This is an optimization exercise on Yosys and OpenROAD, whose aim is small area, a short achievable clock period and few clock cycles per item, not a production implementation.
Where RTL was checked, it was by simulation tests only, not by an equivalence proof against the original.
For runs 2 to 7, only the layout was checked, not whether the RTL still works.

==> design.v <==
module gcd_multilane #(
    parameter int width_p = 32,
    parameter int els_p   = 4
) (
    input  logic                       clk_i,
    input  logic                       reset_i,
    input  logic [2*width_p-1:0]       data_i,
    input  logic                       v_i,
    output logic                       ready_o,
    output logic [width_p-1:0]         data_o,
    output logic                       v_o,
    input  logic                       yumi_i,
    output logic [$clog2(els_p+1)-1:0] count_o
);
    localparam int ptr_w = (els_p > 1) ? $clog2(els_p) : 1;
    localparam int cnt_w = $clog2(els_p + 1);
    localparam logic [ptr_w-1:0] last_ptr = ptr_w'(els_p - 1);
    typedef enum logic [1:0] {
        LANE_IDLE = 2'd0,
        LANE_BUSY = 2'd1,
        LANE_DONE = 2'd2
    } lane_state_e;
    logic [ptr_w-1:0]                wr_ptr;
    logic [ptr_w-1:0]                rd_ptr;
    logic [cnt_w-1:0]                count_q;
    logic [els_p-1:0]                wr_sel;
    logic [els_p-1:0]                rd_sel;
    logic [els_p-1:0]                lane_idle;
    logic [els_p-1:0]                lane_done;
    logic [els_p-1:0][width_p-1:0]   lane_result;
    logic                            accept;
    logic                            retire;
    logic [width_p-1:0]              op_a_in;
    logic [width_p-1:0]              op_b_in;
    assign op_a_in = data_i[width_p-1:0];
    assign op_b_in = data_i[2*width_p-1:width_p];
    always_comb begin
        ready_o = !reset_i && (|(lane_idle & wr_sel));
        v_o     = |(lane_done & rd_sel);
        data_o  = '0;
        for (int i = 0; i < els_p; i++) begin
            if (rd_sel[i]) begin
                data_o = lane_result[i];
            end
        end
    end
    assign accept  = v_i & ready_o;
    assign retire  = yumi_i & v_o;
    assign count_o = count_q;
    for (genvar i = 0; i < els_p; i++) begin : g_lane
        lane_state_e        state_q;
        logic [width_p-1:0] a_q;
        logic [width_p-1:0] b_q;
        logic [width_p-1:0] result_q;
        assign wr_sel[i]      = (wr_ptr == ptr_w'(i));
        assign rd_sel[i]      = (rd_ptr == ptr_w'(i));
        assign lane_idle[i]   = (state_q == LANE_IDLE);
        assign lane_done[i]   = (state_q == LANE_DONE);
        assign lane_result[i] = result_q;
        always_ff @(posedge clk_i) begin
            if (reset_i) begin
                state_q  <= LANE_IDLE;
                a_q      <= '0;
                b_q      <= '0;
                result_q <= '0;
            end else begin
                case (state_q)
                    LANE_IDLE: begin
                        if (accept && wr_sel[i]) begin
                            a_q     <= op_a_in;
                            b_q     <= op_b_in;
                            state_q <= LANE_BUSY;
                        end
                    end
                    LANE_BUSY: begin
                        if (a_q == '0) begin
                            result_q <= b_q;
                            state_q  <= LANE_DONE;
                        end else if (b_q == '0) begin
                            result_q <= a_q;
                            state_q  <= LANE_DONE;
                        end else if (a_q == b_q) begin
                            result_q <= a_q;
                            state_q  <= LANE_DONE;
                        end else if (a_q > b_q) begin
                            a_q <= a_q - b_q;
                        end else begin
                            b_q <= b_q - a_q;
                        end
                    end
                    LANE_DONE: begin
                        if (retire && rd_sel[i]) begin
                            state_q <= LANE_IDLE;
                        end
                    end
                    default: state_q <= LANE_IDLE;
                endcase
            end
        end
    end
    always_ff @(posedge clk_i) begin
        if (reset_i) begin
            wr_ptr  <= '0;
            rd_ptr  <= '0;
            count_q <= '0;
        end else begin
            if (accept) begin
                wr_ptr <= (wr_ptr == last_ptr) ? '0 : wr_ptr + 1'b1;
            end
            if (retire) begin
                rd_ptr <= (rd_ptr == last_ptr) ? '0 : rd_ptr + 1'b1;
            end
            if (accept && !retire) begin
                count_q <= count_q + 1'b1;
            end else if (!accept && retire) begin
                count_q <= count_q - 1'b1;
            end
        end
    end
endmodule
==> run.sh <==
#!/bin/bash
# synth_recipe.tcl (not shown) runs the flow's synth.tcl, then flattens the netlist and writes it again
# the make line also repeats each setting of config.mk as NAME=value (left out here)
make -C /OpenROAD-flow-scripts/flow DESIGN_CONFIG=/design/flow/config.mk WORK_HOME=/design/flow/orfs CLKGATE_MAP_FILE= SYNTH_SCRIPT=/design/flow/synth_recipe.tcl finish
==> config.mk <==
export PLATFORM = sky130hd
export DESIGN_NAME = gcd_multilane
export DESIGN_NICKNAME = gcd_multilane
export VERILOG_FILES = /design/flow/design.v
export SDC_FILE = /design/flow/constraint.sdc
export NUM_CORES = 4
export LEC_CHECK = 0
export CAP_MARGIN = 20
export CORE_MARGIN = 2
export CORE_UTILIZATION = 40
export SLEW_MARGIN = 20
==> constraint.sdc <==
create_clock -name core_clock -period 8.0 [get_ports {clk_i}]
set_input_delay 1.6000 -clock core_clock [delete_from_list [all_inputs] [get_ports {clk_i}]]
set_output_delay 1.6000 -clock core_clock [all_outputs]
set_load 0.01 [all_outputs]
==> run notes, run 1 <==
outcome finished clean; maximum clock frequency 192 MHz; Layout Skew 39.3 ps; Max clock buf depth 3; Routed Antenna Nets 0; relative slew slack 28.0%; MaxCap Viol Count 0; cell row count 104; all-layer global routing usage 30.7%; worst hold path class reg -> reg; vias in the first global route 31100; Synth top area share 24.4%; setup slack, reg-to-reg 3600 ps; Setup TNS 0 ps; area of the mapped netlist 32700 um^2; final setup vio count 0; Crit path depth 6; min cycle time layout 5220 ps; part of the cycle the worst path needs 65.3%; Worst-Margin Slew 1080 ps; global route hottest layer met2; Startpoint Class register; slowest CP cell ha_2; worst skew pair latency 630 ps; synthesized area per cell 7.10 um^2; nets@finish 4797; HP Start g_lane[0].result_q[20]$_SDFFE_PP0P_; post-DR wirelength/cell 24.1 um; vias per cell 6.11; final hold violations 0; CTS tree done; # resized after CTS 0; Cell Count, Final, Fillers Out 5558; critical path class reg -> out; Die H 290 um; Port Buffers 104; Post CTS Setup Buffer Count 0; I/O Pins 105; Post-Route Utilization 44.2%; Final Max Tran Viols 0; RR Startpoint g_lane[3].a_q[0]$_SDFFE_PP0P_; Critical path buffers and inverters 3; EDFF count, synth 0; grt ovf 0; Worst Hold Path Cells 2; cts bufs inserted 48; slowest cell delay on critical path 850 ps; largest net degree at the start of global routing 133; DR vias 34000; Core ar. 80800 um^2; final worst slack 2780 ps; worst slack at placement 3310 ps; WP data required 6400 ps; Crit Reg-Reg Endpoint g_lane[3].a_q[22]$_SDFFE_PP0P_; area delta synth->final 9.29%; Die Wd 290 um; synth warn 1; drt pass-1 iters 5; flops & latches, synth 399; CP Data Arrival Time 3620 ps; ys async rst share 0%; clk slew on worst S/H paths 60 ps; CP max FO 41; dpl hpwl 102000 um; global-route wire length before repair 201000 um; CTS Root Cell clkbuf_16; worst r2r path cells 12; RSZ-0062 raised after global routing false; WL final 134000 um; delay-heaviest family, CP buffers and inverters; Initial Util 40.5%; sequential fraction of the synthesis area 24.4%; Clock Sinks 399; Area contributors post-synth dfxtp_1 24%, ha_1 10%, a21oi_1 8.5%; met2 usage 46.3%; CTS H-tree depth 2; crit path cell chain inv_1, ha_2, buf_4, a21oi_1, o21ai_0, clkdlybuf4s50_1; placed cell count 5469; GP Congestion 0.989; Die ar. 84100 um^2; Min-Delay Endpoint g_lane[0].result_q[20]$_SDFFE_PP0P_; Post-CTS Hold Fix Bufs 0; # diodes 0; Synth top cells by count 582 x nor2_1, 553 x a21oi_1, 457 x nand2_1, 399 x dfxtp_1, 315 x inv_1; initial antenna violation count 3; met3 Usage GRT 3.78%; largest area contributor in the netlist dfxtp_1; Most used DFF post-synth dfxtp_1; Worst setup EP type output pin; Syn Inst Count 4606; CP Launch Point rd_ptr[0]$_SDFFE_PP0P_; most frequent cell after synthesis nor2_1; drt drc 0; met1 track utilization from global routing 43.2%; DR iter-0 viols 3513; layout cells sized above 1 4.47%; synth unique cells 84
## per-stage QoR
step	instance area, um^2	hold slack [ps]
after floorplan	32700	473
after global placement	34100	488
after detailed placement	34100	491
after CTS	35700	499
after global routing	35700	513
final	35700	498
## logic make-up (layout without fill, tap and decap cells)
| kind of cell | Yosys count | after routing | share of synthesized area [%] |
|---|---|---|---|
| compound gates | 1593 | 1593 | 31.4 |
| xor+xnor | 184 | 184 | 4.93 |
| fa+ha+maj | 270 | 270 | 10.5 |
| buf+inv | 651 | 543 | 7.74 |
| flops | 399 | 399 | 24.4 |
| mux | 20 | 20 | 0.631 |
| simple gates | 1489 | 1489 | 20.3 |
## area by class of cell
type | instances | area (um^2)
fillers | 8424 | 45100
multi-input cells | 3556 | 22300
flip-flops and latches | 399 | 7990
clock buffers | 75 | 1460
well taps | 1060 | 1330
repair buffers | 138 | 1300
inverters | 316 | 1190
clock inverters | 14 | 154
## how the worst max path moves through the flow
stage	slack, ps	end
after global placement	3300	g_lane[2].a_q[31]$_SDFFE_PP0P_
after global routing	2640	data_o[2]
after floorplan	4590	ready_o
after detailed placement	3310	g_lane[1].b_q[8]$_SDFFE_PP0P_
after CTS	2810	data_o[1]
final	2780	data_o[1]
## placed cells by master (no fill, tap or decap), drive strengths merged, types with 21 or more instances in the layout
| master | count |
|---|---|
| dfxtp | 399 |
| a21oi | 554 |
| clkbuf | 75 |
| a31oi | 73 |
| a311oi | 80 |
| nor3 | 62 |
| nor4 | 80 |
| nand3 | 60 |
| xnor2 | 112 |
| and2 | 24 |
| o21ai | 275 |
| clkdlybuf4s50 | 103 |
| o211ai | 24 |
| nor2b | 31 |
| a21o | 108 |
| xor2 | 72 |
| ha | 261 |
| nand4 | 69 |
| nand2 | 457 |
| o21bai | 35 |
| buf | 35 |
| and3 | 26 |
| a211oi | 255 |
| inv | 317 |
| nor2 | 582 |
| nand2b | 21 |
| o21a | 24 |
## flip-flops by register name, indices dropped and copies added (netlist names)
register,count
g_lane.state_q,8
g_lane.b_q,128
wr_ptr,2
rd_ptr,2
g_lane.a_q,128
count_q,3
g_lane.result_q,128
## worst min-delay path: cells and delay by family, from the launching register on
family / cells / cell delay, ps
simple gates: 1 / 90
flops: 1 / 310
compound gates: 1 / 50
## routing by layer
layer / up-vias / share of wire, % / wire length [um]
li1: 16200 / - / -
met1: 16200 / 45 / 61000
met2: 1335 / 42 / 56900
met3: 266 / 6.4 / 8560
met4: 2 / 5.7 / 7720
met5: - / 0.0082 / 11
Testbench counts, summed over its fixed seeds: cycles 98,194, items 1,920.
==> run 2: changes to the inputs <==
==> design.v (replaced) <==
module gcd_multilane #(
    parameter int width_p = 32,
    parameter int els_p   = 4
) (
    input  logic                       clk_i,
    input  logic                       reset_i,
    input  logic [2*width_p-1:0]       data_i,
    input  logic                       v_i,
    output logic                       ready_o,
    output logic [width_p-1:0]         data_o,
    output logic                       v_o,
    input  logic                       yumi_i,
    output logic [$clog2(els_p+1)-1:0] count_o
);
    localparam int sh_w  = $clog2(width_p);
    localparam int max_sh = width_p - 1;
    function automatic logic [sh_w-1:0] ctz(input logic [width_p-1:0] x);
        logic [width_p-1:0] below;   
        logic [width_p-1:0] first;   
        logic [sh_w-1:0]    r;
        below = x << 1;
        for (int d = 1; d < width_p; d = d * 2) begin
            below = below | (below << d);
        end
        first = x & ~below;
        r = '0;
        for (int i = 0; i < width_p; i++) begin
            if (first[i]) r = r | sh_w'(i);
        end
        ctz = r;
    endfunction
    logic                busy_q;
    logic [width_p-1:0]  a_q, b_q;
    logic [sh_w-1:0]     k_q;
    logic                na_q, nb_q;    
    logic [width_p-1:0]  op_a_in, op_b_in;
    logic [sh_w-1:0]     tz_a_in, tz_b_in;
    logic                accept, retire, done;
    assign op_a_in = data_i[width_p-1:0];
    assign op_b_in = data_i[2*width_p-1:width_p];
    assign done    = (a_q == b_q) || (a_q == '0) || (b_q == '0);
    assign ready_o = !reset_i && !busy_q;
    assign v_o     = busy_q && done;
    assign data_o  = a_q | b_q;
    assign count_o = {{($bits(count_o)-1){1'b0}}, busy_q};
    assign accept  = v_i && ready_o;
    assign retire  = yumi_i && v_o;
    assign tz_a_in = ctz(op_a_in);
    assign tz_b_in = ctz(op_b_in);
    logic [width_p:0]    diff_ab, diff_ba;
    logic                a_ge_b;
    logic [width_p-1:0]  diff, a_step, b_step;
    logic [sh_w-1:0]     tz_x, sh;
    logic                sh_over;
    always_comb begin
        diff_ab = {1'b0, a_q} - {1'b0, b_q};
        diff_ba = {1'b0, b_q} - {1'b0, a_q};
        a_ge_b  = !diff_ab[width_p];
        diff    = a_ge_b ? diff_ab[width_p-1:0] : diff_ba[width_p-1:0];
        tz_x    = ctz(a_q ^ b_q);
        sh      = tz_x - k_q;
        sh_over = (sh > sh_w'(max_sh));
        if (sh_over) sh = sh_w'(max_sh);
        b_step  = diff >> sh;
        if (na_q)            a_step = b_q;
        else if (nb_q)       a_step = a_q;
        else if (a_ge_b)     a_step = b_q;
        else                 a_step = a_q;
    end
    always_ff @(posedge clk_i) begin
        if (reset_i) begin
            busy_q <= 1'b0;
        end else if (accept) begin
            busy_q <= 1'b1;
        end else if (retire) begin
            busy_q <= 1'b0;
        end
    end
    always_ff @(posedge clk_i) begin
        if (accept) begin
            a_q  <= op_a_in;
            b_q  <= op_b_in;
            k_q  <= (tz_a_in < tz_b_in) ? tz_a_in : tz_b_in;
            na_q <= (tz_a_in > tz_b_in);
            nb_q <= (tz_b_in > tz_a_in);
        end else if (busy_q && !done) begin
            a_q  <= a_step;
            b_q  <= b_step;
            na_q <= 1'b0;
            nb_q <= sh_over;
        end
    end
endmodule
==> run notes, run 2 <==
crit path cell chain clkdlybuf4s50_1, or4_1, nor4b_1, and3_1, nand2_1, nor4_1, nand2b_1, or2_2, nor3_1, and2_1, nand3_1, o211ai_1, nor3_1, ha_1, nor2b_1, o21a_1, o21a_1, o21ai_0, nand2b_1, o21a_1, nor3_1, a21oi_1; Area after DPL 11900 um^2; Post CTS Setup Buffer Count 0; grt ovf 0; Worst-Margin Slew 993 ps; drt pass-1 iters 8; ys async rst share 0%; Core ar. 26100 um^2; outcome finished clean; worst skew pair latency 350 ps; Layout Skew 9.91 ps; largest area contributor in the netlist edfxtp_1; delay-heaviest family, CP simple AND/OR/NAND/NOR gates; largest net degree at the start of global routing 68; vias per cell 6.40; final worst slack 1090 ps; min cycle time layout 6910 ps; all-layer global routing usage 31.0%; post-layout instance area 12200 um^2; Most used DFF post-synth edfxtp_1; CTS Root Cell clkbuf_16; Area contributors post-synth edfxtp_1 20%, ha_1 12%, inv_1 5.5%; area delta synth->final 14.7%; Die ar. 27800 um^2; biggest regs a_q x32, b_q x32, k_q x5; worst hold path class reg -> reg; Critical path buffers and inverters 1; CP Data Arrival Time 7000 ps; Startpoint Class input pin; MaxCap Viol Count 0; drt drc 0; final hold violations 0; Synth top cells by count 155 x inv_1, 144 x nand2_1, 119 x nor2_1, 112 x a21oi_1, 105 x ha_1; cell row count 59; EDFF count, synth 71; vias in the first global route 10900; commonest non-fill, non-tap cell in the layout inv_1; slowest CP cell or4_1; sequential fraction of the synthesis area 20.3%; DR vias 11500; DR iter-0 viols 1309; Worst setup EP type register; # resized after CTS 0; # diodes 0; dpl hpwl 36700 um; CTS tree done; WL final 44600 um; slowest cell delay on critical path 690 ps; clk slew on worst S/H paths 70 ps; commonest non-fill, non-tap cells in the layout 155 x inv_1, 144 x nand2_1, 119 x nor2_1, 112 x a21oi_1, 105 x ha_1; post-DR wirelength/cell 24.8 um; Routed Antenna Nets 0; RSZ-0062 raised after global routing false; layout cells sized above 1 5.32%; Die H 167 um; initial antenna violation count 0; synth unique cells 87; part of the cycle the worst path needs 86.4%; synth warn 1; worst slack at placement 764 ps; nets@finish 1636; CTS H-tree depth 3; Setup TNS 0 ps; global-route wire length before repair 66000 um; critical path class in -> reg; Die Wd 167 um; Synth top area share 20.1%; Post-Route Utilization 46.6%; area of the mapped netlist 10600 um^2; synthesized area per cell 7.58 um^2; relative slew slack 33.2%; final setup vio count 0; Final Max Tran Viols 0; I/O Pins 105; most frequent cell after synthesis inv_1; GP Congestion 1.01; cts bufs inserted 9; CP max FO 10; Max clock buf depth 2; Post-CTS Hold Fix Bufs 0; WP data required 8090 ps; maximum clock frequency 145 MHz; flops & latches, synth 72; Initial Util 40.7%; Port Buffers 102; Clock Sinks 72; Syn Inst Count 1397
run 2: changes by cell type after synthesis, moves of 179 or more:
cell | previous run | this run
a211oi_1 | 242 | 12
a21oi_1 | 553 | 112
clkbuf_1 | 260 | 41
dfxtp_1 | 399 | 1
nand2_1 | 457 | 144
nor2_1 | 582 | 119
o21ai_0 | 271 | 92
run 2: final cells by class:
class                   instances  area, um^2
flip-flops and latches         72        2150
inverters                     159         597
repair buffers                116        1130
multi-input cells            1102        7580
clock buffers                  11         243
clock inverters                 5        32.5
well taps                     335         419
fillers                      2681       13900
run 2: routing by layer:
layer,vias to the layer above,wire length [um],GRT usage [%]
met2,672,19300,47.2
met1,5478,18900,42.4
met5,-,0,0
met4,0,2790,17.4
met3,131,3680,3.99
li1,5241,-,-
run 2: cells by family after synthesis:
| family | count (synthesis) | share of synthesized area, % |
|---|---|---|
| AOI/OAI and AO/OA | 418 | 26.5 |
| adders and majority gates | 108 | 13.0 |
| DFF | 72 | 20.3 |
| buffers and inverters | 224 | 8.46 |
| other | 1 | 0.0354 |
| and+or+nand+nor | 474 | 21.8 |
| muxes | 65 | 7.05 |
| xor gates and xnor gates | 35 | 2.89 |
run 2: stage by stage:
stage,std cells,hold slack [ps]
2_1_floorplan,1398,516
3_3_place_gp,1784,544
3_5_place_dp,1784,554
4_1_cts,1800,566
5_1_grt,1800,648
6_report,1800,558
run 2: worst reg2reg max path: stages (launching register included):
cell	delay (ps)
edfxtp_1	580
inv_1	150
ha_1	600
or4_1	310
nand2b_1	300
a211oi_1	120
or4_1	800
nor2_4	730
mux2i_1	610
o31ai_1	140
a222oi_1	550
mux2i_1	310
o21ai_0	530
mux2i_1	190
o21ai_0	400
run 2: path summary, 6_finish.rpt:
| kind | start | to | slack [ps] | cells after the start |
|---|---|---|---|---|
| min reg2reg | busy_q$_SDFFE_PP0P_ | busy_q$_SDFFE_PP0P_ | 560 | 2 |
| max | data_i[3] | k_q[2]$_DFFE_PP_ | 1090 | 22 |
| min | busy_q$_SDFFE_PP0P_ | busy_q$_SDFFE_PP0P_ | 560 | 2 |
| max reg2reg | b_q[23]$_DFFE_PP_ | b_q[25]$_DFFE_PP_ | 1440 | 14 |
==> run 3: changes to the inputs <==
==> design.v (replaced) <==
module gcd_multilane #(
    parameter int width_p = 32,
    parameter int els_p   = 4
) (
    input  logic                       clk_i,
    input  logic                       reset_i,
    input  logic [2*width_p-1:0]       data_i,
    input  logic                       v_i,
    output logic                       ready_o,
    output logic [width_p-1:0]         data_o,
    output logic                       v_o,
    input  logic                       yumi_i,
    output logic [$clog2(els_p+1)-1:0] count_o
);
    localparam int sh_w   = $clog2(width_p);
    localparam int max_sh = 7;
    function automatic logic [width_p-1:0] below_of(input logic [width_p-1:0] x);
        logic [width_p-1:0] r;
        r = x << 1;
        for (int d = 1; d < width_p; d = d * 2) begin
            r = r | (r << d);
        end
        below_of = r;
    endfunction
    function automatic logic [sh_w-1:0] enc(input logic [width_p-1:0] oh);
        logic [sh_w-1:0] r;
        r = '0;
        for (int i = 0; i < width_p; i++) begin
            if (oh[i]) r = r | sh_w'(i);
        end
        enc = r;
    endfunction
    logic                busy_q;
    logic                first_q;    
    logic                nb_q;       
    logic [width_p-1:0]  a_q, b_q;
    logic [sh_w-1:0]     k_q;
    logic                accept, retire, done;
    assign done    = (a_q == b_q) || (a_q == '0) || (b_q == '0);
    assign ready_o = !reset_i && !busy_q;
    assign v_o     = busy_q && done;
    assign data_o  = a_q | b_q;
    assign count_o = {{($bits(count_o)-1){1'b0}}, busy_q};
    assign accept  = v_i && ready_o;
    assign retire  = yumi_i && v_o;
    logic [width_p:0]    diff;
    logic                neg;
    logic [width_p-1:0]  x, bx, y, by, fy, absd, a_step, b_step;
    logic [sh_w-1:0]     k_new, k_use, sh;
    logic                na_c, nb_c, sh_over, keep_a, take_b;
    always_comb begin
        diff    = {1'b0, a_q} - {1'b0, b_q};
        neg     = diff[width_p];
        x       = a_q ^ b_q;
        bx      = below_of(x);
        absd    = diff[width_p-1:0] ^ ({width_p{neg}} & bx);
        y       = a_q | b_q;
        by      = below_of(y);
        fy      = y & ~by;
        k_new   = enc(fy);
        na_c    = !(|(a_q & fy));
        nb_c    = !(|(b_q & fy));
        k_use   = first_q ? k_new : k_q;
        sh      = enc(x & ~bx) - k_use;
        sh_over = (sh > sh_w'(max_sh));
        if (sh_over) sh = sh_w'(max_sh);
        b_step  = absd >> sh;
        keep_a  = first_q ? nb_c : nb_q;
        take_b  = first_q && na_c;
        if (take_b)          a_step = b_q;
        else if (keep_a)     a_step = a_q;
        else if (neg)        a_step = a_q;
        else                 a_step = b_q;
    end
    always_ff @(posedge clk_i) begin
        if (reset_i) begin
            busy_q <= 1'b0;
        end else if (accept) begin
            busy_q <= 1'b1;
        end else if (retire) begin
            busy_q <= 1'b0;
        end
    end
    always_ff @(posedge clk_i) begin
        if (accept) begin
            a_q     <= data_i[width_p-1:0];
            b_q     <= data_i[2*width_p-1:width_p];
            first_q <= 1'b1;
            nb_q    <= 1'b0;
        end else begin
            a_q     <= a_step;
            b_q     <= b_step;
            first_q <= 1'b0;
            nb_q    <= sh_over;
        end
        if (first_q) begin
            k_q <= k_new;
        end
    end
endmodule
==> run notes, run 3 <==
Routed Antenna Nets 0; Post CTS Setup Buffer Count 0; synth warn 1; commonest non-fill, non-tap cells in the layout 133 x inv_1, 132 x nand2_1, 102 x clkdlybuf4s50_1, 94 x nor2_1, 80 x o21ai_0; Port Buffers 102; RSZ-0062 raised after global routing false; global-route wire length before repair 59700 um; CTS Root Cell clkbuf_16; Layout Skew 10.5 ps; I/O Pins 105; layout cells sized above 1 6.77%; cts bufs inserted 9; WP data required 8220 ps; # resized after CTS 0; WL final 40700 um; outcome finished clean; MaxCap Viol Count 0; Die Wd 155 um; Fill cells 2270; grt ovf 0; commonest non-fill, non-tap cell in the layout inv_1; critical path class reg -> reg; min cycle time layout 6520 ps; Setup TNS 0 ps; Syn Inst Count 1216; EDFF count, synth 32; Synth top cells by count 133 x inv_1, 132 x nand2_1, 94 x nor2_1, 80 x o21ai_0, 68 x ha_1; fraction of the mapped netlist area in adder cells 9.81%; Clock Sinks 72; all-layer global routing usage 33.3%; worst r2r path cells 22; nets@finish 1419; biggest regs a_q x32, b_q x32, k_q x5; drt pass-1 iters 6; Post-CTS Hold Fix Bufs 0; largest area contributor in the netlist edfxtp_1; FF+latch area 1760 um^2; Startpoint Class register; GP Congestion 1.02; worst skew pair latency 360 ps; DR iter-0 viols 1363; clk slew on worst S/H paths 70 ps; DR vias 10200; vias in the first global route 9529; Final Max Tran Viols 0; CP max FO 9; Worst-Margin Slew 959 ps; largest family of logic cells by synthesized area compound AO/OA/AOI/OAI gates; area of the mapped netlist 9080 um^2; mux cell area share after synthesis 5.65%; area of the multi-input gates 6510 um^2; Max clock buf depth 2; final setup vio count 0; # diodes 0; area delta synth->final 16.3%; flops & latches, synth 72; final hold violations 0; relative slew slack 36.0%; post-DR wirelength/cell 25.9 um; Post-Synth XOR/XNOR Area 4.92%; drt drc 0; Worst setup EP type register; part of the cycle the worst path needs 81.5%; dpl hpwl 33100 um; synthesized area per cell 7.47 um^2; ys async rst share 0%; Synth top area share 10.6%; Die H 155 um; Worst Hold Path Cells 2; Synth Area in Compound Gates 28.2%; Fin Hold WS 487 ps; Most used DFF post-synth dfxtp_1; Initial Util 40.5%; cell row count 55; vias per cell 6.48; post-synthesis simple-gate area fraction 23.0%; sequential fraction of the synthesis area 19.4%; CTS H-tree depth 3; worst hold path class reg -> reg; largest net degree at the start of global routing 100; Area after DPL 10200 um^2; CP Data Arrival Time 6730 ps; Die ar. 23900 um^2; initial antenna violation count 0; Core ar. 22400 um^2; most frequent cell after synthesis inv_1; maximum clock frequency 153 MHz; CTS tree done; synth unique cells 85; post-layout instance area 10600 um^2; Area contributors post-synth edfxtp_1 11%, ha_1 9.4%, dfxtp_1 8.8%
## run 3: cell types whose count changed after synthesis, moves of 18 or more
| cell | before | now |
|---|---|---|
| nor2_1 | 119 | 94 |
| edfxtp_1 | 71 | 32 |
| a221o_1 | 5 | 23 |
| dfxtp_1 | 1 | 40 |
| ha_1 | 105 | 68 |
| inv_1 | 155 | 133 |
| a21oi_1 | 112 | 65 |
## run 3: per-layer routing
metal / track usage (%) / vias to the layer above / wire, um
met5: 0 / - / 0
met4: 12.0 / 0 / 1700
met3: 5.66 / 115 / 3650
met2: 54.4 / 593 / 18400
met1: 44.2 / 4859 / 16900
li1: - / 4616 / -
## run 3: layout make-up
cell class	count	area share (%)
clock buffer	10	2.37
clock inverter	6	0.746
inverter	135	4.80
multi-input combinational	950	61.6
sequential	72	16.7
tap	285	3.37
timing repair buffer	113	10.4
## run 3: logic make-up (layout without fill, tap and decap cells)
family	count (synthesis)	count (layout)
simple gates	417	417
compound gates	367	367
other cells	1	2
xor+xnor	47	47
buf+inv	195	264
fa+ha+maj	70	70
mux	47	47
flops	72	72
## run 3: through the flow
step	utilization, %	cells	setup WS [ps]
2_1_floorplan	-	1217	2500
3_3_place_gp	45.6	1555	1800
3_5_place_dp	45.6	1555	1680
4_1_cts	47.1	1571	1650
5_1_grt	47.1	1571	913
6_report	47.1	1571	1480
## run 3: worst max-delay path: stages (launching register included)
cell	delay, ps
edfxtp_1	420
inv_1	150
ha_1	290
nand4_1	310
nor3_1	320
nand3_1	180
nor3_1	440
inv_1	120
nor2_1	410
nand4_1	280
o311ai_0	390
o21ai_0	210
inv_1	140
fa_1	230
inv_1	50
a21o_1	170
a21oi_1	220
xor2_2	370
xnor2_1	200
nor2b_2	530
mux2i_1	420
mux2i_1	130
a221o_1	410
## run 3: path summary, 6_finish.rpt
path | from | slack, ps | end
setup / recovery | a_q[1]$_DFFE_PP_ | 1480 | b_q[13]$_DFF_P_
hold / removal | k_q[2]$_DFF_P_ | 490 | k_q[2]$_DFF_P_
setup reg to reg | a_q[1]$_DFFE_PP_ | 1480 | b_q[13]$_DFF_P_
hold reg to reg | k_q[2]$_DFF_P_ | 490 | k_q[2]$_DFF_P_
==> run 4: changes to the inputs <==
--- a/config.mk
+++ b/config.mk
@@ -7,2 +7,3 @@
 export LEC_CHECK = 0
+export ABC_CLOCK_PERIOD_IN_PS = 3800
 export CAP_MARGIN = 20
@@ -10,2 +11,3 @@
 export CORE_UTILIZATION = 40
+export SETUP_SLACK_MARGIN = 4.2
 export SLEW_MARGIN = 20
==> run notes, run 4 <==
outcome finished clean; CTS Root Cell clkbuf_16; MaxCap Viol Count 0; area delta synth->final 49.3%; Final Max Tran Viols 0; largest net degree at the start of global routing 53; flops & latches, synth 72; maximum clock frequency 200 MHz; RSZ-0062 raised after global routing true; Startpoint Class register; GP Congestion 0.993; I/O Pins 105; DR iter-0 viols 1291; Clock Sinks 72; vias per cell 6.59; worst hold path class reg -> reg; drt drc 0; worst skew pair latency 340 ps; Worst setup EP type register; final hold violations 0; synth warn 1; Initial Util 40.5%; synthesized area per cell 7.47 um^2; dpl hpwl 33200 um; final worst slack 2990 ps; area of the multi-input gates 7970 um^2; biggest regs a_q x32, b_q x32, k_q x5; sequential fraction of the synthesis area 19.4%; Fill cells 1943; vias in the first global route 11000; Die ar. 23900 um^2; CTS tree done; CP Data Arrival Time 5200 ps; Syn Inst Count 1216; cell row count 55; FF+latch area 1770 um^2; Max clock buf depth 2; EDFF count, synth 32; part of the cycle the worst path needs 62.6%; Synth top cells by count 133 x inv_1, 132 x nand2_1, 94 x nor2_1, 80 x o21ai_0, 68 x ha_1; global-route wire length before repair 67000 um; relative slew slack 32.9%; Layout Skew 11.9 ps; post-DR wirelength/cell 26.9 um; min cycle time layout 5010 ps; Most used DFF post-synth dfxtp_1; DR vias 11400; Setup TNS 0 ps; critical path class reg -> reg; CP max FO 11; Die Wd 155 um; synth unique cells 85; most frequent cell after synthesis inv_1; Worst-Margin Slew 1000 ps; commonest non-fill, non-tap cell in the layout inv_1; Routed Antenna Nets 0; area of the mapped netlist 9080 um^2; ys async rst share 0%; WP data required 8190 ps; CTS H-tree depth 3; nets@finish 1576; final setup vio count 0; worst slack at placement 1750 ps; Die H 155 um; layout cells sized above 1 29.7%; Synth top area share 10.6%; grt ovf 0; clk slew on worst S/H paths 70 ps; drt pass-1 iters 5; initial antenna violation count 0; Area contributors post-synth edfxtp_1 11%, ha_1 9.4%, dfxtp_1 8.8%; all-layer global routing usage 37.1%; largest area contributor in the netlist edfxtp_1; WL final 46500 um; commonest non-fill, non-tap cells in the layout 120 x inv_1, 113 x nand2_1, 106 x buf_4, 99 x clkdlybuf4s50_1, 78 x nor2_1; cts bufs inserted 9; # diodes 0; Core ar. 22400 um^2; Port Buffers 102
==> run 4: path summary, 6_finish.rpt <==
kind / from / endpoint / slack [ps] / cells past startpoint
worst min-delay path: k_q[1]$_DFF_P_ / k_q[1]$_DFF_P_ / 530 / 2
worst max-delay path: b_q[24]$_DFF_P_ / b_q[5]$_DFF_P_ / 2990 / 19
worst min register to register: k_q[1]$_DFF_P_ / k_q[1]$_DFF_P_ / 530 / 2
worst max register to register: b_q[24]$_DFF_P_ / b_q[5]$_DFF_P_ / 2990 / 19
==> run 4: worst max-delay path: stages, from the launching register on <==
cell	delay, ps
dfxtp_1	390
inv_1	120
ha_2	620
nor4_4	130
and2_1	230
a21o_1	200
a32oi_1	280
nand4_1	280
ha_1	400
a21o_1	190
a21oi_2	200
xor2_2	320
buf_4	190
nand2_2	60
or2_4	270
mux2i_4	180
nor2_1	80
buf_6	190
buf_12	140
a221o_1	380
==> run 4: layer usage <==
metal | part of all wire (%) | track usage, % | up-vias | wire (um)
met5 | 0 | 0 | - | 0
met4 | 7.4 | 22.9 | 0 | 3430
met3 | 9.4 | 6.28 | 190 | 4360
met2 | 44 | 58.6 | 784 | 20500
met1 | 39 | 47.3 | 5477 | 18200
li1 | - | - | 4945 | -
==> run 4: layout make-up <==
| class | count | area share [%] |
|---|---|---|
| timing repair buffer | 266 | 19.4 |
| inverter | 135 | 3.75 |
| clock inverter | 7 | 0.747 |
| tap | 285 | 2.63 |
| sequential | 72 | 13.1 |
| clock buffer | 9 | 1.66 |
| multi-input combinational | 954 | 58.7 |
==> run 4: cells by family (layout without fill, tap and decap cells) <==
family                   Yosys count  after routing  share of synthesized area (%)
AO/OA/AOI/OAI                    367            368                           28.2
XOR/XNOR                          47             47                           4.92
adder cells (fa/ha/maj)           70             70                           9.81
buffers and inverters            195            417                           9.08
flip-flops                        72             72                           19.4
multiplexers                      47             50                           5.65
other                              1              2                         0.0413
AND/OR/NAND/NOR                  417            417                           23.0
==> run 4: timing repair <==
action,CTS,global route
pin swaps,66,31
setup buffers,129,21
endpoints found under the setup margin,67,79
cloned,9,2
hold buffers,0,0
resized for setup,288,52
==> run 4: stage by stage <==
step	cell area [um^2]	hold WS [ps]	utilization (%)	cells
final	13600	526	60.5	1728
after global routing	13600	537	60.5	1728
after CTS	13100	523	58.6	1705
after detailed placement	10300	509	46.1	1551
after global placement	10300	500	46.1	1551
after floorplan	9280	440	-	1217
==> run 5: changes to the inputs <==
==> design.v (replaced) <==
module gcd_multilane #(
    parameter int width_p = 32,
    parameter int els_p   = 4
) (
    input  logic                       clk_i,
    input  logic                       reset_i,
    input  logic [2*width_p-1:0]       data_i,
    input  logic                       v_i,
    output logic                       ready_o,
    output logic [width_p-1:0]         data_o,
    output logic                       v_o,
    input  logic                       yumi_i,
    output logic [$clog2(els_p+1)-1:0] count_o
);
    localparam int sh_w   = $clog2(width_p);
    localparam int max_sh = 7;
    function automatic logic [sh_w-1:0] ctz(input logic [width_p-1:0] x);
        logic [width_p-1:0]           v;
        logic [width_p-1:0][sh_w-1:0] c;
        for (int i = 0; i < width_p; i++) begin
            v[i] = x[i];
            c[i] = '0;
        end
        for (int l = 0; l < sh_w; l++) begin
            for (int i = 0; i < (width_p >> (l + 1)); i++) begin
                c[i] = v[2*i] ? c[2*i] : (c[2*i+1] | sh_w'(1 << l));
                v[i] = v[2*i] | v[2*i+1];
            end
        end
        ctz = c[0];
    endfunction
    function automatic logic [sh_w-1:0] enc(input logic [width_p-1:0] oh);
        logic [sh_w-1:0] r;
        r = '0;
        for (int i = 0; i < width_p; i++) begin
            if (oh[i]) r = r | sh_w'(i);
        end
        enc = r;
    endfunction
    logic                busy_q;
    logic [width_p-1:0]  a_q, b_q;
    logic [sh_w-1:0]     k_q;
    logic                na_q;       
    logic                nb_q;       
    logic                accept, retire, done;
    assign done    = (a_q == b_q) || (a_q == '0) || (b_q == '0);
    assign ready_o = !reset_i && !busy_q;
    assign v_o     = busy_q && done;
    assign data_o  = a_q | b_q;
    assign count_o = {{($bits(count_o)-1){1'b0}}, busy_q};
    assign accept  = v_i && ready_o;
    assign retire  = yumi_i && v_o;
    logic [width_p-1:0]  op_a, op_b;
    logic [sh_w-1:0]     tz_a, tz_b;
    assign op_a = data_i[width_p-1:0];
    assign op_b = data_i[2*width_p-1:width_p];
    assign tz_a = ctz(op_a);
    assign tz_b = ctz(op_b);
    logic [width_p-1:0]  g, p, gg, pp, g2, p2;
    logic [width_p-1:0]  diff, below, absd, a_step, b_step;
    logic                neg;
    logic [sh_w-1:0]     tz_x;
    logic [2:0]          sh;
    logic                sh_over;
    always_comb begin
        g  = a_q & ~b_q;
        p  = ~(a_q ^ b_q);
        gg = g;
        pp = p;
        gg[0] = g[0] | p[0];      
        for (int l = 1; l < width_p; l = l * 2) begin
            g2 = gg;
            p2 = pp;
            for (int i = 0; i < width_p; i++) begin
                if ((i / l) % 2 == 1) begin
                    g2[i] = gg[i] | (pp[i] & gg[(i / l) * l - 1]);
                    p2[i] = pp[i] & pp[(i / l) * l - 1];
                end
            end
            gg = g2;
            pp = p2;
        end
        diff[0]  = ~p[0];
        below[0] = 1'b0;
        for (int i = 1; i < width_p; i++) begin
            diff[i]  = p[i] ^ gg[i-1];
            below[i] = ~pp[i-1];
        end
        neg  = ~gg[width_p-1];
        absd = diff ^ ({width_p{neg}} & below);
        tz_x    = enc(~p & ~below);
        sh_over = ({1'b0, tz_x} >= {1'b0, k_q} + 6'd8);
        sh      = sh_over ? 3'(max_sh) : (tz_x[2:0] - k_q[2:0]);
        b_step  = absd >> sh;
        if (na_q)            a_step = b_q;
        else if (nb_q)       a_step = a_q;
        else if (neg)        a_step = a_q;
        else                 a_step = b_q;
    end
    always_ff @(posedge clk_i) begin
        if (reset_i) begin
            busy_q <= 1'b0;
        end else if (accept) begin
            busy_q <= 1'b1;
        end else if (retire) begin
            busy_q <= 1'b0;
        end
    end
    always_ff @(posedge clk_i) begin
        if (accept) begin
            a_q  <= op_a;
            b_q  <= op_b;
            k_q  <= (tz_a < tz_b) ? tz_a : tz_b;
            na_q <= (tz_a > tz_b);
            nb_q <= (tz_b > tz_a);
        end else begin
            a_q  <= a_step;
            b_q  <= b_step;
            na_q <= 1'b0;
            nb_q <= sh_over;
        end
    end
endmodule
--- a/config.mk
+++ b/config.mk
@@ -7,3 +7,2 @@
 export LEC_CHECK = 0
-export ABC_CLOCK_PERIOD_IN_PS = 3800
 export CAP_MARGIN = 20
@@ -11,3 +10,2 @@
 export CORE_UTILIZATION = 40
-export SETUP_SLACK_MARGIN = 4.2
 export SLEW_MARGIN = 20
==> run notes, run 5 <==
met3 routed WL 2730 um; DR iter-0 viols 1114; Startpoint Class register; synth warn 1; Die ar. 21800 um^2; final setup vio count 0; Min-Delay Endpoint busy_q$_SDFFE_PP0P_; HP Start busy_q$_SDFFE_PP0P_; Worst-Margin Slew 1080 ps; ys async rst share 0%; max layer used met4; biggest regs a_q x32, b_q x32, k_q x5; flops & latches, synth 72; Layout Skew 13.0 ps; clk slew on worst S/H paths 60 ps; most frequent cell after synthesis inv_1; area delta synth->final 18.6%; post-layout instance area 9810 um^2; Worst setup EP type register; slowest cell delay on critical path 810 ps; I/O Pins 105; Syn Inst Count 1103; Most used DFF post-synth edfxtp_1; sequential fraction of the synthesis area 21.9%; WL final 30800 um; all-layer global routing usage 27.8%; CTS Root Cell clkbuf_16; Worst Hold Path Cells 2; synth unique cells 94; outcome finished clean; CTS tree done; vias per cell 5.94; setup slack, reg-to-reg 1480 ps; largest area contributor in the netlist edfxtp_1; largest net degree at the start of global routing 42; final hold violations 0; drt pass-1 iters 6; GP Congestion 1.03; synthesized area per cell 7.50 um^2; delay-heaviest family, CP simple AND/OR/NAND/NOR gates; final worst slack 1480 ps; Post-CTS Hold Fix Bufs 0; cts bufs inserted 9; Fill cells 2010; MaxCap Viol Count 0; commonest non-fill, non-tap cell in the layout inv_1; area of the mapped netlist 8270 um^2; CTS H-tree depth 3; crit path cell chain inv_1, ha_1, nor4_1, nand4_1, nor2_2, nand2_1, o32ai_1, nor3_1, ha_1, inv_1, fa_1, a21o_1, a21oi_1, o21bai_1, a21oi_1, or2_2, nand2_1, nor2_1, a222oi_1, o21ai_0, a211oi_1; Setup TNS 0 ps; Initial Util 40.9%; # resized after CTS 0; Crit Reg-Reg Endpoint b_q[7]$_DFF_P_; Area after DPL 9440 um^2; critical path class reg -> reg; Final Max Tran Viols 0; initial antenna violation count 0; commonest non-fill, non-tap cells in the layout 133 x inv_1, 122 x nor2_1, 110 x nand2_1, 102 x clkdlybuf4s50_1, 74 x ha_1; part of the cycle the worst path needs 81.6%; drt drc 0; # diodes 0; dpl hpwl 25300 um; layout cells sized above 1 5.85%; RR Startpoint a_q[2]$_DFFE_PP_; Synth top area share 13.4%; global-route wire length before repair 46600 um; Met2 Wirelength 13500 um; WL met1 13700 um; Area contributors post-synth edfxtp_1 13%, ha_1 11%, dfxtp_1 8.5%; Port Buffers 102; worst skew pair latency 350 ps; cell row count 52; CP max FO 33; grt ovf 0; worst slack at placement 1770 ps; post-DR wirelength/cell 21.2 um; Core ar. 20200 um^2; WP data required 8210 ps; slowest CP cell nand2_1; nets@finish 1323; Die H 148 um; worst hold path class reg -> reg; worst r2r path cells 21; Routed Antenna Nets 0; RSZ-0062 raised after global routing false; Die Wd 148 um; Synth top cells by count 133 x inv_1, 123 x nor2_1, 110 x nand2_1, 74 x ha_1, 65 x o21ai_0; Fin Hold WS 510 ps; Max clock buf depth 2; Critical path buffers and inverters 2; DR vias 8615; relative slew slack 27.8%; Post CTS Setup Buffer Count 0; Clock Sinks 72; Crit path depth 21; min cycle time layout 6520 ps; maximum clock frequency 153 MHz; vias in the first global route 8044; CP Data Arrival Time 6730 ps; EDFF count, synth 37
-- run 5: cell families after synthesis --
kind of cell,count (synthesis),synth area share [%]
other cells,1,0.0453
compound gates,309,26.3
flops,72,21.9
mux,14,1.74
xor+xnor,41,4.34
simple gates,400,23.7
fa+ha+maj,80,12.6
buf+inv,186,9.30
-- run 5: tightest hold or removal path: cells and delay by family (launching register included) --
kind | cells | cell delay (ps)
AO/OA/AOI/OAI | 1 | 70
flip-flops | 1 | 330
AND/OR/NAND/NOR | 1 | 70
-- run 5: final cells by class --
class                   count  area (um^2)  area share [%]
clock inverters             2         38.8           0.395
multi-input cells         846         5700            58.1
repair buffers            111         1100            11.2
inverters                 135          507            5.17
clock buffers              14          318            3.24
flip-flops and latches     72         1810            18.5
well taps                 270          338            3.44
-- run 5: routing by layer --
metal,GRT usage [%],vias up
met5,0,-
met4,8.81,0
met3,5.19,41
met2,42.6,398
met1,39.5,4062
li1,-,4114
-- run 5: how the worst max path moves through the flow --
| stage | from | endpoint | slack [ps] |
|---|---|---|---|
| detailed placement | b_q[9]$_DFF_P_ | b_q[7]$_DFF_P_ | 1770 |
| finish | a_q[2]$_DFFE_PP_ | b_q[7]$_DFF_P_ | 1480 |
| floorplan | a_q[18]$_DFFE_PP_ | a_q[0]$_DFFE_PP_ | 3050 |
| global placement | b_q[9]$_DFF_P_ | b_q[7]$_DFF_P_ | 1710 |
| global route | a_q[2]$_DFFE_PP_ | b_q[7]$_DFF_P_ | 1150 |
| CTS | a_q[2]$_DFFE_PP_ | b_q[7]$_DFF_P_ | 1710 |
-- run 5: stage by stage --
stage / std cells / utilization (%)
4_1_cts: 1449 / 48.4
3_5_place_dp: 1433 / 46.6
2_1_floorplan: 1104 / -
5_1_grt: 1450 / 48.5
6_report: 1450 / 48.5
3_3_place_gp: 1433 / 46.6
==> run 6: changes to the inputs <==
--- a/config.mk
+++ b/config.mk
@@ -10,2 +10,3 @@
 export CORE_UTILIZATION = 40
+export SETUP_SLACK_MARGIN = 3.5
 export SLEW_MARGIN = 20
==> run notes, run 6 <==
ys async rst share 0%; Layout Skew 11.2 ps; I/O Pins 105; Die Wd 148 um; synthesized area per cell 7.50 um^2; Core ar. 20200 um^2; synth unique cells 94; largest net degree at the start of global routing 55; Cell Count, Final, Fillers Out 1546; commonest non-fill, non-tap cells in the layout 128 x inv_1, 108 x nor2_1, 96 x nand2_1, 87 x clkdlybuf4s50_1, 82 x buf_4; worst hold path class reg -> reg; Most used DFF post-synth edfxtp_1; CP Data Arrival Time 5010 ps; Port Buffers 102; Clock Sinks 72; grt ovf 0; slowest cell delay on critical path 540 ps; Fill cells 1796; DR iter-0 viols 1174; all-layer global routing usage 29.5%; placed cell count 1434; RSZ-0062 raised after global routing true; min cycle time layout 4760 ps; vias in the first global route 8593; cts bufs inserted 9; Fin Hold WS 524 ps; Max clock buf depth 2; Setup TNS 0 ps; DR vias 9451; Post-CTS Hold Fix Bufs 0; CP max FO 6; drt pass-1 iters 6; initial antenna violation count 2; dpl hpwl 25200 um; Post-Route Utilization 57.3%; crit path cell chain inv_2, ha_4, or4_4, nor4_4, buf_6, nand2_4, o32ai_4, a31oi_1, nand3_1, buf_4, ha_4, a21o_1, a21oi_2, o21bai_1, a21oi_1, or2_4, and2_4, buf_12, nor2_4, a222oi_1, o21ai_1, a221oi_2; flops & latches, synth 72; CTS H-tree depth 3; synth warn 1; final setup vio count 0; area delta synth->final 40.1%; area of the mapped netlist 8270 um^2; slowest CP cell or4_4; nets@finish 1419; most frequent cell after synthesis inv_1; worst skew pair latency 350 ps; cell row count 52; Worst-Margin Slew 970 ps; CTS Root Cell clkbuf_16; clk slew on worst S/H paths 60 ps; Initial Util 40.9%; # diodes 0; Die H 148 um; maximum clock frequency 210 MHz; vias per cell 6.11; GP Congestion 0.962; MaxCap Viol Count 0; outcome finished clean; Die ar. 21800 um^2; commonest non-fill, non-tap cell in the layout inv_1; Routed Antenna Nets 0; global-route wire length before repair 49700 um; post-DR wirelength/cell 22.0 um; CTS tree done; Startpoint Class register; post-layout instance area 11600 um^2; Most common cell on crit path ha_4; worst slack at placement 2090 ps; biggest regs a_q x32, b_q x32, k_q x5; Area after DPL 9500 um^2; Syn Inst Count 1103; EDFF count, synth 37; sequential fraction of the synthesis area 21.9%; relative slew slack 35.2%; drt drc 0; Final Max Tran Viols 0; final worst slack 3240 ps; WP data required 8260 ps; largest area contributor in the netlist edfxtp_1; critical path class reg -> reg; final hold violations 0; WL final 34000 um; Area contributors post-synth edfxtp_1 13%, ha_1 11%, dfxtp_1 8.5%; layout cells sized above 1 23.4%; part of the cycle the worst path needs 59.5%; Worst setup EP type register; Synth top area share 13.4%; Synth top cells by count 133 x inv_1, 123 x nor2_1, 110 x nand2_1, 74 x ha_1, 65 x o21ai_0
-- run 6: cell counts after synthesis --
Identical to the previous run, type by type.
-- run 6: timing repair --
| item | in CTS | in global routing |
|---|---|---|
| pin swaps | 52 | 41 |
| buffers inserted | 56 | 34 |
| setup endpoints to repair | 39 | 38 |
| gates resized for setup | 146 | 83 |
| cloned | 3 | 3 |
-- run 6: worst max-delay path, delay by kind of cell, from the launching register on --
kind            cells  cell delay [ps]
compound gates      9             1730
buf+inv             4              570
fa+ha+maj           2              400
flops               1              450
simple gates        7             1510
-- run 6: kinds of logic after synthesis --
group	count (synthesis)	synth area share, %
buffers and inverters	186	9.30
other	1	0.0453
adder cells (fa/ha/maj)	80	12.6
AND/OR/NAND/NOR	400	23.7
multiplexers	14	1.74
flip-flops	72	21.9
XOR/XNOR	41	4.34
AO/OA/AOI/OAI	309	26.3
-- run 6: path summary, 6_finish.rpt --
kind / from / end / slack, ps / cells after the start
max: a_q[2]$_DFFE_PP_ / b_q[3]$_DFF_P_ / 3240 / 22
min: busy_q$_SDFFE_PP0P_ / busy_q$_SDFFE_PP0P_ / 520 / 2
max reg2reg: a_q[2]$_DFFE_PP_ / b_q[3]$_DFF_P_ / 3240 / 22
min reg2reg: busy_q$_SDFFE_PP0P_ / busy_q$_SDFFE_PP0P_ / 520 / 2
-- run 6: area by class of cell --
cell class                      instances  area [um^2]  share of cell area (%)
Sequential cell                        72         1820                    15.7
Clock inverter                          6         45.0                   0.389
Multi-Input combinational cell        846         6610                    57.0
Clock buffer                           10          229                    1.98
Timing Repair Buffer                  207         2050                    17.7
Tap cell                              270          338                    2.91
Inverter                              135          507                    4.37
-- run 6: layer usage --
layer	global-route usage (%)	up-vias	wire, um
met3	4.23	105	2940
met1	42.1	4468	14700
li1	-	4307	-
met5	0	-	27
met2	44.9	567	14800
met4	11.9	4	1600
==> run 7: changes to the inputs <==
--- a/config.mk
+++ b/config.mk
@@ -7,6 +7,7 @@
 export LEC_CHECK = 0
+export ABC_CLOCK_PERIOD_IN_PS = 4000
 export CAP_MARGIN = 20
 export CORE_MARGIN = 2
-export CORE_UTILIZATION = 40
-export SETUP_SLACK_MARGIN = 3.5
+export CORE_UTILIZATION = 60
+export SETUP_SLACK_MARGIN = 4.2
 export SLEW_MARGIN = 20
==> run notes, run 7 <==
outcome did not finish; Halt Stage global routing (5_1_grt); Stop Error [ERROR GRT-0232] Routing congestion too high. Check the congestion heatmap in the GUI.; worst ep type register input; ys async rst share 0%; Most used DFF post-synth edfxtp_1; GP Congestion 1.09; Clock Sinks 72; synthesized area per cell 7.50 um^2; grt ovf 139; placed cell count 1337; CTS H-tree depth 3; cts bufs inserted 9; Syn Inst Count 1103; flops & latches, synth 72; Synth top cells by count 133 x inv_1, 123 x nor2_1, 110 x nand2_1, 74 x ha_1, 65 x o21ai_0; cell row count 42; Port Buffers 102; largest net degree at the start of global routing 55; sequential fraction of the synthesis area 21.9%; Die H 121 um; EDFF count, synth 37; largest area contributor in the netlist edfxtp_1; Initial Util 62.0%; Max clock buf depth 2; all-layer global routing usage 77.7%; area of the mapped netlist 8270 um^2; most frequent cell after synthesis inv_1; synth warn 1; worst slack at placement 2130 ps; Die Wd 121 um; worst_ep grt b_q[7]$_DFF_P_/D; Area contributors post-synth edfxtp_1 13%, ha_1 11%, dfxtp_1 8.5%; I/O Pins 105; Area after DPL 9450 um^2; dpl hpwl 23100 um; synth unique cells 94; Synth top area share 13.4%; CTS Root Cell clkbuf_16
==> run 7: how the worst max path moves through the flow <==
stage,cells after the start,startpoint,slack [ps],endpoint
global placement,20,b_q[10]$_DFF_P_,2160,b_q[3]$_DFF_P_
floorplan,22,a_q[0]$_DFFE_PP_,3580,b_q[4]$_DFF_P_
CTS,20,a_q[0]$_DFFE_PP_,3590,b_q[3]$_DFF_P_
detailed placement,20,a_q[6]$_DFFE_PP_,2130,b_q[3]$_DFF_P_
==> run 7: logic make-up after synthesis <==
group | share of synthesized area [%]
adders and majority gates | 12.6
DFF | 21.9
buffers and inverters | 9.30
muxes | 1.74
xor gates and xnor gates | 4.34
other | 0.0453
AOI/OAI and AO/OA | 26.3
and+or+nand+nor | 23.7
==> run 7: per-layer routing <==
| layer | overflow | track usage (%) |
|---|---|---|
| met1 | 0 | 78.6 |
| met5 | 0 | 20.2 |
| met2 | 68 | 94.6 |
| met3 | 1 | 59.2 |
| met4 | 70 | 80.2 |
==> run 7: timing repair <==
action | 4_1_cts
hold endpoints to repair | 0
setup endpoints to repair | 95
cloned | 10
pin swaps | 119
resized for setup | 285
setup buffers | 127
hold buffers | 0
==> run 8: changes to the inputs <==
--- a/design.v
+++ b/design.v
@@ -49,3 +49,3 @@
     assign data_o  = a_q | b_q;
-    assign count_o = {{($bits(count_o)-1){1'b0}}, busy_q};
+    assign count_o = {{($clog2(els_p+1)-1){1'b0}}, busy_q};
     assign accept  = v_i && ready_o;
--- a/config.mk
+++ b/config.mk
@@ -7,7 +7,6 @@
 export LEC_CHECK = 0
-export ABC_CLOCK_PERIOD_IN_PS = 4000
 export CAP_MARGIN = 20
 export CORE_MARGIN = 2
-export CORE_UTILIZATION = 60
-export SETUP_SLACK_MARGIN = 4.2
+export CORE_UTILIZATION = 40
+export SETUP_SLACK_MARGIN = 3.5
 export SLEW_MARGIN = 20
==> run notes, run 8 <==
Startpoint Class register; biggest regs a_q x32, b_q x32, k_q x5; Fill cells 1796; Critical path buffers and inverters 4; grt ovf 0; clk slew on worst S/H paths 60 ps; part of the cycle the worst path needs 59.5%; Cell Count, Final, Fillers Out 1546; initial antenna violation count 2; area of the mapped netlist 8270 um^2; layout cells sized above 1 23.4%; Core ar. 20200 um^2; largest area contributor in the netlist edfxtp_1; largest net degree at the start of global routing 55; vias in the first global route 8593; Most used DFF post-synth edfxtp_1; RR Startpoint a_q[2]$_DFFE_PP_; slowest cell delay on critical path 540 ps; synth warn 1; CTS H-tree depth 3; # diodes 0; Die ar. 21800 um^2; flops & latches, synth 72; Crit Reg-Reg Endpoint b_q[3]$_DFF_P_; CTS tree done; Initial Util 40.9%; CP Data Arrival Time 5010 ps; cell row count 52; Syn Inst Count 1103; Fin Hold WS 524 ps; placed cell count 1434; relative slew slack 35.2%; ys async rst share 0%; slowest CP cell or4_4; setup slack, reg-to-reg 3240 ps; DR vias 9451; cts bufs inserted 9; worst r2r path cells 22; area delta synth->final 40.1%; Worst setup EP type register; Most common cell on crit path ha_4; Synth top cells by count 133 x inv_1, 123 x nor2_1, 110 x nand2_1, 74 x ha_1, 65 x o21ai_0; Final Max Tran Viols 0; dpl hpwl 25200 um; end of the critical path b_q[3]$_DFF_P_; final hold violations 0; Area contributors post-synth edfxtp_1 13%, ha_1 11%, dfxtp_1 8.5%; DR iter-0 viols 1174; Max clock buf depth 2; nets@finish 1419; Layout Skew 11.2 ps; Routed Antenna Nets 0; critical path class reg -> reg; CTS Root Cell clkbuf_16; commonest non-fill, non-tap cell in the layout inv_1; most frequent cell after synthesis inv_1; worst slack at placement 2090 ps; all-layer global routing usage 29.5%; worst skew pair latency 350 ps; Clock Sinks 72; min cycle time layout 4760 ps; Worst-Margin Slew 970 ps; outcome finished clean; RSZ-0062 raised after global routing true; maximum clock frequency 210 MHz; post-DR wirelength/cell 22.0 um; MaxCap Viol Count 0; WP data required 8260 ps; drt drc 0; Post-CTS Hold Fix Bufs 0; synth unique cells 94; HP Start busy_q$_SDFFE_PP0P_; delay-heaviest family, CP compound AO/OA/AOI/OAI gates; Die Wd 148 um; Synth top area share 13.4%; EDFF count, synth 37; Port Buffers 102; vias per cell 6.11; CP Launch Point a_q[2]$_DFFE_PP_; Die H 148 um; WL final 34000 um; Setup TNS 0 ps; final setup vio count 0; CP max FO 6; synthesized area per cell 7.50 um^2; commonest non-fill, non-tap cells in the layout 128 x inv_1, 108 x nor2_1, 96 x nand2_1, 87 x clkdlybuf4s50_1, 82 x buf_4; final worst slack 3240 ps; GP Congestion 0.962; I/O Pins 105; Crit path depth 22; worst hold path class reg -> reg; drt pass-1 iters 6; global-route wire length before repair 49700 um; sequential fraction of the synthesis area 21.9%; crit path cell chain inv_2, ha_4, or4_4, nor4_4, buf_6, nand2_4, o32ai_4, a31oi_1, nand3_1, buf_4, ha_4, a21o_1, a21oi_2, o21bai_1, a21oi_1, or2_4, and2_4, buf_12, nor2_4, a222oi_1, o21ai_1, a221oi_2
[run 8: what timing repair did]
| item | in CTS | in global routing |
|---|---|---|
| setup endpoints to repair | 39 | 38 |
| pin swaps | 52 | 41 |
| gates resized for setup | 146 | 83 |
| setup buffers | 56 | 34 |
| cloned | 3 | 3 |
[run 8: layout make-up]
| type | count | area, um^2 | area share [%] |
|---|---|---|---|
| clock buffers | 10 | 229 | 1.98 |
| clock inverters | 6 | 45.0 | 0.389 |
| inverters | 135 | 507 | 4.37 |
| multi-input cells | 846 | 6610 | 57.0 |
| flip-flops and latches | 72 | 1820 | 15.7 |
| well taps | 270 | 338 | 2.91 |
| repair buffers | 207 | 2050 | 17.7 |
[run 8: logic make-up (layout without fill, tap and decap cells)]
| group | count (synthesis) | after routing | synth area share (%) |
|---|---|---|---|
| XOR/XNOR | 41 | 41 | 4.34 |
| flip-flops | 72 | 72 | 21.9 |
| multiplexers | 14 | 14 | 1.74 |
| buffers and inverters | 186 | 358 | 9.30 |
| AO/OA/AOI/OAI | 309 | 309 | 26.3 |
| adder cells (fa/ha/maj) | 80 | 80 | 12.6 |
| AND/OR/NAND/NOR | 400 | 400 | 23.7 |
| other | 1 | 2 | 0.0453 |
[run 8: routing by layer]
layer | share of wire [%] | global-route usage (%)
met1 | 43 | 42.1
met2 | 43 | 44.9
met3 | 8.7 | 4.23
met4 | 4.7 | 11.9
met5 | 0.079 | 0
[run 8: through the flow]
| stage | cell area [um^2] | util (%) |
|---|---|---|
| after floorplan | 8360 | - |
| after global placement | 9500 | 46.9 |
| after detailed placement | 9500 | 46.9 |
| after CTS | 10900 | 54.0 |
| after global routing | 11600 | 57.3 |
| final | 11600 | 57.3 |
[run 8: worst min-delay path, delay by kind of cell (launching register included)]
family,cells,cell delay [ps]
DFF,1,340
and+or+nand+nor,1,70
AOI/OAI and AO/OA,1,70
[run 8: how the worst min path moves through the flow]
stage / endpoint / slack, ps / depth (start not counted)
2_1_floorplan: busy_q$_SDFFE_PP0P_ / 480 / 2
3_3_place_gp: busy_q$_SDFFE_PP0P_ / 500 / 2
3_5_place_dp: busy_q$_SDFFE_PP0P_ / 520 / 2
4_1_cts: busy_q$_SDFFE_PP0P_ / 530 / 2
5_1_grt: busy_q$_SDFFE_PP0P_ / 550 / 2
6_report: busy_q$_SDFFE_PP0P_ / 520 / 2
Testbench counts of run 8, summed over its fixed seeds: cycles 37,357, items 1,920.
==> run 9: changes to the inputs <==
--- a/config.mk
+++ b/config.mk
@@ -10,3 +10,3 @@
 export CORE_UTILIZATION = 40
-export SETUP_SLACK_MARGIN = 3.5
+export SETUP_SLACK_MARGIN = 3.0
 export SLEW_MARGIN = 20
==> run notes, run 9 <==
Fin Hold WS 510 ps; layout cells sized above 1 13.7%; min cycle time layout 4920 ps; final hold violations 0; area of the mapped netlist 8270 um^2; sequential fraction of the synthesis area 21.9%; Startpoint Class register; Die ar. 21800 um^2; clk slew on worst S/H paths 50 ps; Setup TNS 0 ps; post-DR wirelength/cell 21.3 um; global-route wire length before repair 47700 um; Max clock buf depth 2; drt pass-1 iters 5; Min-Delay Endpoint busy_q$_SDFFE_PP0P_; flops & latches, synth 72; dpl hpwl 25300 um; Final Max Tran Viols 0; Most used DFF post-synth edfxtp_1; all-layer global routing usage 28.4%; synthesized area per cell 7.50 um^2; CTS tree done; DR iter-0 viols 1022; drt drc 0; Clock Sinks 72; DR vias 8852; placed cell count 1433; Port Buffers 102; final setup vio count 0; Initial Util 40.9%; commonest non-fill, non-tap cell in the layout inv_1; Worst setup EP type output pin; WL final 31600 um; grt ovf 0; maximum clock frequency 203 MHz; cts bufs inserted 9; Area after DPL 9440 um^2; CP Data Arrival Time 3320 ps; worst skew pair latency 350 ps; ys async rst share 0%; synth warn 1; Worst Hold Path Cells 2; Area contributors post-synth edfxtp_1 13%, ha_1 11%, dfxtp_1 8.5%; most frequent cell after synthesis inv_1; cell row count 52; largest area contributor in the netlist edfxtp_1; relative slew slack 38.2%; area delta synth->final 26.5%; Routed Antenna Nets 0; Cell Count, Final, Fillers Out 1482; HP Start busy_q$_SDFFE_PP0P_; CTS Root Cell clkbuf_16; EDFF count, synth 37; synth unique cells 94; Post-CTS Hold Fix Bufs 0; RR Startpoint a_q[12]$_DFFE_PP_; nets@finish 1355; # diodes 0; I/O Pins 105; vias in the first global route 8174; outcome finished clean; WP data required 6400 ps; worst r2r path cells 20; CP max FO 8; setup slack, reg-to-reg 3130 ps; worst hold path class reg -> reg; Layout Skew 11.6 ps; Syn Inst Count 1103; biggest regs a_q x32, b_q x32, k_q x5; post-layout instance area 10500 um^2; Die H 148 um; Core ar. 20200 um^2; CTS H-tree depth 3; Synth top cells by count 133 x inv_1, 123 x nor2_1, 110 x nand2_1, 74 x ha_1, 65 x o21ai_0; Die Wd 148 um; commonest non-fill, non-tap cells in the layout 126 x inv_1, 118 x nor2_1, 104 x nand2_1, 102 x clkdlybuf4s50_1, 61 x o21ai_0; GP Congestion 1.03; RSZ-0062 raised after global routing false; MaxCap Viol Count 0; vias per cell 5.97; Worst-Margin Slew 918 ps; Synth top area share 13.4%; Crit Reg-Reg Endpoint b_q[12]$_DFF_P_; largest net degree at the start of global routing 42; initial antenna violation count 0; part of the cycle the worst path needs 61.5%; critical path class reg -> out
## run 9: cell counts after synthesis
Identical to the previous run, type by type.
## run 9: cell type report
type / count / area [um^2]
well taps: 270 / 338
inverters: 135 / 507
multi-input cells: 848 / 6120
repair buffers: 141 / 1330
clock inverters: 2 / 38.8
clock buffers: 14 / 318
flip-flops and latches: 72 / 1820
fillers: 1962 / 9770
## run 9: stage by stage
stage | util (%) | setup slack, ps
detailed placement | 46.6 | 1770
global placement | 46.6 | 1710
CTS | 49.8 | 3000
global route | 51.7 | 3000
floorplan | - | 3050
finish | 51.7 | 3080
## run 9: kinds of logic after synthesis
group / Yosys count / share of synthesized area (%)
AND/OR/NAND/NOR: 400 / 23.7
XOR/XNOR: 41 / 4.34
adder cells (fa/ha/maj): 80 / 12.6
flip-flops: 72 / 21.9
other: 1 / 0.0453
multiplexers: 14 / 1.74
AO/OA/AOI/OAI: 309 / 26.3
buffers and inverters: 186 / 9.30
## run 9: timing repair
item | CTS | global route
setup buffers | 13 | 18
endpoints found under the setup margin | 33 | 36
pin swaps | 7 | 24
gates cloned | 2 | 0
gates resized for setup | 41 | 58
## run 9: worst max-delay path, stage by stage, from the launching register on
cell	delay [ps]
edfxtp_1	430
inv_1	90
ha_2	340
or3_1	480
or3_4	430
nor2_4	130
buf_4	170
a21oi_1	180
nor2b_1	170
clkdlybuf4s50_1	550
## run 9: per-layer routing
| metal | up-vias | track usage [%] | wire length [um] |
|---|---|---|---|
| met1 | 4160 | 40.8 | 14000 |
| met5 | - | 0 | 0 |
| li1 | 4183 | - | - |
| met2 | 455 | 43.4 | 13900 |
| met3 | 54 | 4.69 | 2690 |
| met4 | 0 | 8.90 | 998 |
## run 9: how the worst max path moves through the flow
stage | from | end | slack (ps) | cells past startpoint
detailed placement | b_q[9]$_DFF_P_ | b_q[7]$_DFF_P_ | 1770 | 18
global route | a_q[12]$_DFFE_PP_ | b_q[7]$_DFF_P_ | 3000 | 20
CTS | a_q[18]$_DFFE_PP_ | b_q[12]$_DFF_P_ | 3000 | 23
finish | a_q[21]$_DFFE_PP_ | v_o | 3080 | 9
global placement | b_q[9]$_DFF_P_ | b_q[7]$_DFF_P_ | 1710 | 18
floorplan | a_q[18]$_DFFE_PP_ | a_q[0]$_DFFE_PP_ | 3050 | 9

## port drivers added, routing unchanged
In the flow no input, the clock included, has a driving cell. The finished layouts below were timed again as built, in two steps. Step 1 (the two cells are an assumption about what drives the block):
set clk [get_ports {clk_i}]
set_driving_cell -lib_cell sky130_fd_sc_hd__clkbuf_16 $clk
set_driving_cell -lib_cell sky130_fd_sc_hd__buf_2 [delete_from_list [all_inputs] $clk]
Step 2 times the ports against the registers' clock, not the clock port: input delays grow and output delays shrink by t, the midpoint of the rising clock arrivals with the driver on. Three values: ideal, step 1, step 2; two values: the first two.
run | t, ns | slack for setup (ns) | worst hold slack (ns) | worst setup path after step 2 | worst register clock-pin slew, ns
run 1 | 0.678 | 2.779 / 2.710 / 3.240 | 0.498 / 0.498 / 0.498 | input to register | 0.07 / 0.07
run 2 | 0.384 | 1.085 / 1.101 / 0.717 | 0.558 / 0.558 / 0.558 | input to register | 0.07 / 0.07
run 3 | 0.394 | 1.483 / 1.483 / 1.483 | 0.487 / 0.487 / 0.487 | register to register | 0.07 / 0.07
run 4 | 0.378 | 2.991 / 2.991 / 2.991 | 0.526 / 0.526 / 0.526 | register to register | 0.07 / 0.07
run 5 | 0.389 | 1.475 / 1.475 / 1.475 | 0.510 / 0.510 / 0.510 | register to register | 0.07 / 0.07
run 6 | 0.392 | 3.244 / 3.244 / 3.244 | 0.524 / 0.524 / 0.524 | register to register | 0.06 / 0.06
run 8 | 0.392 | 3.244 / 3.244 / 3.244 | 0.524 / 0.524 / 0.524 | register to register | 0.06 / 0.06
run 9 | 0.386 | 3.081 / 3.038 / 2.981 | 0.510 / 0.510 / 0.510 | input to register | 0.06 / 0.06
After both steps every run listed still meets setup and hold. The setup slack of run 2, which loses most, moves by +0.016 ns with the drivers and by -0.368 ns with both steps.
